What follows belongs to an exercise in optimizing a design on an open flow for small area, a short achievable clock period and few clock cycles per item; a production flow would make more cautious choices. No activity file was given, so power comes from the tool's default toggle rates.

== the previous run ==
==> flow/design.v <==
package rrss_pkg;
  localparam int NUM_SLOTS  = 16;
  localparam int SLOT_W     = 4;
  localparam logic [7:0] TIME_SLICE_RST = 8'd16;
  localparam logic [1:0] ACT_TICK  = 2'd0;
  localparam logic [1:0] ACT_SLEEP = 2'd1;
  localparam logic [1:0] ACT_EXIT  = 2'd2;
  localparam logic [1:0] ACT_FORK  = 2'd3;
endpackage
module rrss_ctrl (
  input  logic        start,
  input  logic [17:0] item_i,
  input  logic        ne_i,        
  output logic        step_o,      
  output logic        sw_o,        
  output logic        tick_o,
  output logic        sleep_o,
  output logic        fork_o,      
  output logic        t1_o         
);
  logic [1:0]  act;
  logic [15:0] ticks;
  assign act   = item_i[17:16];
  assign ticks = item_i[15:0];
  assign tick_o  = (act == rrss_pkg::ACT_TICK);
  assign sleep_o = (act == rrss_pkg::ACT_SLEEP);
  assign fork_o  = start & (act == rrss_pkg::ACT_FORK);
  assign step_o  = start & (act != rrss_pkg::ACT_FORK) & ((act != rrss_pkg::ACT_SLEEP) | (|ticks));
  assign sw_o    = step_o & ~(tick_o & ne_i);
  assign t1_o    = (ticks == 16'd1);
endmodule
module rrss_datapath (
  input  logic [15:0]     blk_i,
  input  logic [15:0]     rdy_i,
  input  logic [16*16-1:0] wake_i,
  input  logic [15:0]     step_i,
  input  logic [15:0]     ticks_i,
  input  logic            k2_i,
  input  logic [3:0]      last_i,
  input  logic [3:0]      cur_i,
  input  logic [7:0]      slice_i,
  input  logic [7:0]      ts_i,
  output logic [15:0]     cd_blk_o,      
  output logic [15:0]     cd_rdy_o,
  output logic [15:0]     last_oh_o,
  output logic [15:0]     cur_oh_o,
  output logic [15:0]     found_oh_o,    
  output logic [3:0]      found_idx_o,
  output logic            any_cand_o,
  output logic [15:0]     first_dead_o,
  output logic [3:0]      dead_idx_o,
  output logic            any_dead_o,
  output logic            ne_o,
  output logic [15:0]     step_inc_o,
  output logic [15:0]     wake_new_o,
  output logic [7:0]      slice_inc_o
);
  localparam int N = rrss_pkg::NUM_SLOTS;
  logic [N-1:0] due, cand, cand_hi, pre_hi, pre_all, first_hi, first_all, dead, pre_dead;
  logic         any_hi;
  logic [N-1:0] above;
  assign step_inc_o  = step_i + 16'd1;
  assign wake_new_o  = step_i + ticks_i - 16'd2;
  assign slice_inc_o = slice_i + 8'd1;
  assign ne_o        = (slice_i != ts_i);
  always_comb begin
    for (int i = 0; i < N; i++) begin
      last_oh_o[i] = (last_i == 4'(i));
      cur_oh_o[i]  = (cur_i == 4'(i));
      above[i]     = (cur_i < 4'(i));
      due[i]       = last_oh_o[i] ? k2_i : (wake_i[16*i +: 16] == step_i);
    end
  end
  assign cd_blk_o = blk_i & ~rdy_i;
  assign cd_rdy_o = rdy_i | (blk_i & due);
  assign cand    = rdy_i & ~16'b1;
  assign cand_hi = cand & above;
  assign dead    = ~blk_i & ~rdy_i;
  always_comb begin
    pre_hi[0]   = 1'b0;
    pre_all[0]  = 1'b0;
    pre_dead[0] = 1'b0;
    for (int i = 1; i < N; i++) begin
      pre_hi[i]   = pre_hi[i-1]   | cand_hi[i-1];
      pre_all[i]  = pre_all[i-1]  | cand[i-1];
      pre_dead[i] = pre_dead[i-1] | dead[i-1];
    end
  end
  assign first_hi     = cand_hi & ~pre_hi;
  assign first_all    = cand & ~pre_all;
  assign first_dead_o = dead & ~pre_dead;
  assign any_hi     = |cand_hi;
  assign any_cand_o = |cand;
  assign any_dead_o = |dead;
  assign found_oh_o    = any_hi ? first_hi : first_all;
  always_comb begin
    found_idx_o = '0;
    dead_idx_o  = '0;
    for (int i = 0; i < N; i++) begin
      if (found_oh_o[i]) found_idx_o = found_idx_o | 4'(i);
      if (first_dead_o[i]) dead_idx_o = dead_idx_o | 4'(i);
    end
  end
endmodule
module round_robin_sleep_scheduler_unit (
  input  logic                clk_i,
  input  logic                rst_ni,
  input  logic                start,
  input  logic [17:0]         item_i,
  output logic                busy,
  input  logic                cfg_we_i,
  input  logic [7:0]          cfg_wdata_i,
  output logic                done_o,
  output logic [8:0]          result_o
);
  localparam int N = rrss_pkg::NUM_SLOTS;
  logic [N-1:0]    blk_q, rdy_q;
  logic [16*N-1:0] wake_q;
  logic [15:0]     step_q;
  logic [15:0]     ticks_q;
  logic            k2_q;
  logic [3:0]      last_q;
  logic [3:0]      cur_q;
  logic [7:0]      slice_q;
  logic [7:0]      ts_q;
  logic            done_q;
  logic [3:0]      new_slot_q;
  logic            failed_q;
  logic            step, sw, tick, sleep, fork_acc, t1, ne;
  logic [N-1:0]    cd_blk, cd_rdy, last_oh, cur_oh, found_oh, first_dead;
  logic [3:0]      found_idx, dead_idx;
  logic            any_cand, any_dead;
  logic [15:0]     step_inc, wake_new;
  logic [7:0]      slice_inc;
  logic [N-1:0]    pick_oh;
  logic [3:0]      pick_idx;
  rrss_ctrl u_ctrl (
    .start   (start),
    .item_i  (item_i),
    .ne_i    (ne),
    .step_o  (step),
    .sw_o    (sw),
    .tick_o  (tick),
    .sleep_o (sleep),
    .fork_o  (fork_acc),
    .t1_o    (t1)
  );
  rrss_datapath u_dp (
    .blk_i         (blk_q),
    .rdy_i         (rdy_q),
    .wake_i        (wake_q),
    .step_i        (step_q),
    .ticks_i       (ticks_q),
    .k2_i          (k2_q),
    .last_i        (last_q),
    .cur_i         (cur_q),
    .slice_i       (slice_q),
    .ts_i          (ts_q),
    .cd_blk_o      (cd_blk),
    .cd_rdy_o      (cd_rdy),
    .last_oh_o     (last_oh),
    .cur_oh_o      (cur_oh),
    .found_oh_o    (found_oh),
    .found_idx_o   (found_idx),
    .any_cand_o    (any_cand),
    .first_dead_o  (first_dead),
    .dead_idx_o    (dead_idx),
    .any_dead_o    (any_dead),
    .ne_o          (ne),
    .step_inc_o    (step_inc),
    .wake_new_o    (wake_new),
    .slice_inc_o   (slice_inc)
  );
  assign pick_oh    = any_cand ? found_oh : (tick ? cur_oh : 16'b1);
  assign pick_idx   = any_cand ? found_idx : (tick ? cur_q : 4'd0);
  always_ff @(posedge clk_i or negedge rst_ni) begin
    if (!rst_ni) begin
      blk_q <= '0;
      rdy_q <= 16'b1;
    end else begin
      for (int i = 0; i < N; i++) begin
        if (step) begin
          if (sw & pick_oh[i]) begin
            blk_q[i] <= 1'b1;
            rdy_q[i] <= 1'b0;
          end else if (cur_oh[i]) begin
            blk_q[i] <= sleep | ~sw;
            rdy_q[i] <= (tick & sw) | (sleep & t1);
          end else begin
            blk_q[i] <= cd_blk[i];
            rdy_q[i] <= cd_rdy[i];
          end
        end else if (fork_acc & first_dead[i]) begin
          rdy_q[i] <= 1'b1;
        end
      end
      blk_q[0] <= 1'b0;
      if (step) begin
        if (sw & pick_oh[0]) begin
          rdy_q[0] <= 1'b1;
        end else if (cur_oh[0]) begin
          rdy_q[0] <= ~(sleep | tick) ? 1'b0 : 1'b1;
        end
      end
    end
  end
  always_ff @(posedge clk_i) begin
    ticks_q <= item_i[15:0];
    k2_q    <= (item_i[15:0] == 16'd2);
    for (int i = 0; i < N; i++) begin
      if (last_oh[i]) wake_q[16*i +: 16] <= wake_new;
    end
  end
  always_ff @(posedge clk_i or negedge rst_ni) begin
    if (!rst_ni) begin
      step_q   <= '0;
      last_q   <= '0;
      cur_q    <= '0;
      slice_q  <= '0;
      ts_q     <= rrss_pkg::TIME_SLICE_RST;
      done_q   <= 1'b0;
    end else begin
      if (cfg_we_i) ts_q <= cfg_wdata_i;
      if (step) step_q <= step_inc;
      last_q <= cur_q;
      if (sw) begin
        cur_q    <= pick_idx;
        slice_q  <= 8'd1;
      end else if (step) begin
        slice_q <= slice_inc;
      end
      done_q <= start;
    end
  end
  always_ff @(posedge clk_i) begin
    if (start) begin
      new_slot_q <= (fork_acc & any_dead) ? dead_idx : 4'd0;
      failed_q   <= fork_acc & ~any_dead;
    end
  end
  assign busy     = 1'b0;
  assign done_o   = done_q;
  assign result_o = {cur_q, new_slot_q, failed_q};
endmodule
Settings: LEC_CHECK=0, CAP_MARGIN=20, CORE_MARGIN=2, CORE_UTILIZATION=50, CTS_CLUSTER_DIAMETER=80, CTS_CLUSTER_SIZE=25, SETUP_SLACK_MARGIN=5, SLEW_MARGIN=20; clock period 8.0 ns.
run.sh (not shown) runs the stock make flow with config.mk's settings and CLKGATE_MAP_FILE= SYNTH_SCRIPT=/design/flow/synth_recipe.tcl, a recipe that flattens the netlist after the stock synthesis.
Edits applied to the flow inputs when going from the previous run to the current run:
diff --git a/flow/design.v b/flow/design.v
--- a/flow/design.v
+++ b/flow/design.v
@@ -33,17 +33,20 @@
   input  logic [15:0]     blk_i,
   input  logic [15:0]     rdy_i,
   input  logic [16*16-1:0] wake_i,
   input  logic [15:0]     step_i,
-  input  logic [15:0]     ticks_i,
+  input  logic [15:0]     ticks_i,       
   input  logic            k2_i,
   input  logic [3:0]      last_i,
+  input  logic [3:0]      last2_i,
+  input  logic [15:0]     wsum_i,        
   input  logic [3:0]      cur_i,
   input  logic [7:0]      slice_i,
   input  logic [7:0]      ts_i,
   output logic [15:0]     cd_blk_o,      
   output logic [15:0]     cd_rdy_o,
   output logic [15:0]     last_oh_o,
+  output logic [15:0]     last2_oh_o,
   output logic [15:0]     cur_oh_o,
   output logic [15:0]     found_oh_o,    
   output logic [3:0]      found_idx_o,
   output logic            any_cand_o,
@@ -58,18 +61,22 @@
   localparam int N = rrss_pkg::NUM_SLOTS;
   logic [N-1:0] due, cand, cand_hi, pre_hi, pre_all, first_hi, first_all, dead, pre_dead;
   logic         any_hi;
   logic [N-1:0] above;
+  logic         wsum_due;
+  assign wsum_due = (wsum_i == step_i);
   assign step_inc_o  = step_i + 16'd1;
-  assign wake_new_o  = step_i + ticks_i - 16'd2;
+  assign wake_new_o  = step_i + ticks_i;
   assign slice_inc_o = slice_i + 8'd1;
   assign ne_o        = (slice_i != ts_i);
   always_comb begin
     for (int i = 0; i < N; i++) begin
-      last_oh_o[i] = (last_i == 4'(i));
+      last_oh_o[i]  = (last_i == 4'(i));
+      last2_oh_o[i] = (last2_i == 4'(i));
       cur_oh_o[i]  = (cur_i == 4'(i));
       above[i]     = (cur_i < 4'(i));
-      due[i]       = last_oh_o[i] ? k2_i : (wake_i[16*i +: 16] == step_i);
+      due[i]       = last_oh_o[i] ? k2_i
+                   : (last2_oh_o[i] ? wsum_due : (wake_i[16*i +: 16] == step_i));
     end
   end
   assign cd_blk_o = blk_i & ~rdy_i;
   assign cd_rdy_o = rdy_i | (blk_i & due);
@@ -118,17 +125,18 @@
   logic [16*N-1:0] wake_q;
   logic [15:0]     step_q;
   logic [15:0]     ticks_q;
   logic            k2_q;
-  logic [3:0]      last_q;
+  logic [3:0]      last_q, last2_q;
+  logic [15:0]     wsum_q;
   logic [3:0]      cur_q;
   logic [7:0]      slice_q;
   logic [7:0]      ts_q;
   logic            done_q;
   logic [3:0]      new_slot_q;
   logic            failed_q;
   logic            step, sw, tick, sleep, fork_acc, t1, ne;
-  logic [N-1:0]    cd_blk, cd_rdy, last_oh, cur_oh, found_oh, first_dead;
+  logic [N-1:0]    cd_blk, cd_rdy, last_oh, last2_oh, cur_oh, found_oh, first_dead;
   logic [3:0]      found_idx, dead_idx;
   logic            any_cand, any_dead;
   logic [15:0]     step_inc, wake_new;
   logic [7:0]      slice_inc;
@@ -152,14 +160,17 @@
     .step_i        (step_q),
     .ticks_i       (ticks_q),
     .k2_i          (k2_q),
     .last_i        (last_q),
+    .last2_i       (last2_q),
+    .wsum_i        (wsum_q),
     .cur_i         (cur_q),
     .slice_i       (slice_q),
     .ts_i          (ts_q),
     .cd_blk_o      (cd_blk),
     .cd_rdy_o      (cd_rdy),
     .last_oh_o     (last_oh),
+    .last2_oh_o    (last2_oh),
     .cur_oh_o      (cur_oh),
     .found_oh_o    (found_oh),
     .found_idx_o   (found_idx),
     .any_cand_o    (any_cand),
@@ -204,26 +215,29 @@
       end
     end
   end
   always_ff @(posedge clk_i) begin
-    ticks_q <= item_i[15:0];
+    ticks_q <= item_i[15:0] - 16'd2;
     k2_q    <= (item_i[15:0] == 16'd2);
+    wsum_q  <= wake_new;
     for (int i = 0; i < N; i++) begin
-      if (last_oh[i]) wake_q[16*i +: 16] <= wake_new;
+      if (last2_oh[i]) wake_q[16*i +: 16] <= wsum_q;
     end
   end
   always_ff @(posedge clk_i or negedge rst_ni) begin
     if (!rst_ni) begin
       step_q   <= '0;
       last_q   <= '0;
+      last2_q  <= '0;
       cur_q    <= '0;
       slice_q  <= '0;
       ts_q     <= rrss_pkg::TIME_SLICE_RST;
       done_q   <= 1'b0;
     end else begin
       if (cfg_we_i) ts_q <= cfg_wdata_i;
       if (step) step_q <= step_inc;
-      last_q <= cur_q;
+      last_q  <= cur_q;
+      last2_q <= last_q;
       if (sw) begin
         cur_q    <= pick_idx;
         slice_q  <= 8'd1;
       end else if (step) begin
Notes after the runs:
The current run | status: complete | timing, DRC, antenna: pass
The current run vs the previous run, master of the slowest instance on the critical path: nor4_4 vs dfrtp_1
The run showing the greater maximum frequency is the current run.
Taking the previous run as the reference, in the current run met1 track demand over resource up 1.2 points; via count shows an increase of 999.
Re maximum vdd drop: the previous run was higher than the current run.
Reported for the current run and the previous run, count of max-cap constraint violations turned out identical to the last digit.
Lower fraction of the yosys area taken by sequential cells among the current run and the previous run: the current run
Taking the current run over the previous run, the total power ratio works out to 0.946.
Comparing the current run and the previous run, the lower number of placement rows is on the previous run.
Function was not checked in any run of this note: the RTL went through the layout flow alone.

==> port drivers added, routing unchanged <==
The flow's constraints put no driver on any port. The routed layouts listed below were extracted and timed again, unchanged, in two steps. Step 1 sets driving cells, clkbuf_16 on the clock port and buf_2 on the other inputs (assumed; they add their load-dependent delay and slew). Step 2 times the ports against the registers' clock, not the clock port: input delays grow and output delays shrink by t, the midpoint of the rising clock arrivals with the driver on. Three values: no drivers, after step 1, after step 2; two values: the first two.
run	t (ns)	setup slack, ns	latest minus earliest clock arrival (ns)	worst register clock-pin slew, ns
the previous run	0.589	4.824 / 4.824 / 4.465	0.032 / 0.033	0.10 / 0.10
the current run	0.588	4.924 / 4.948 / 4.360	0.024 / 0.024	0.11 / 0.11
After both steps setup and hold are still met in every run listed. The setup slack of the current run, which loses most, moves by +0.024 ns with the drivers and by -0.564 ns with both steps.
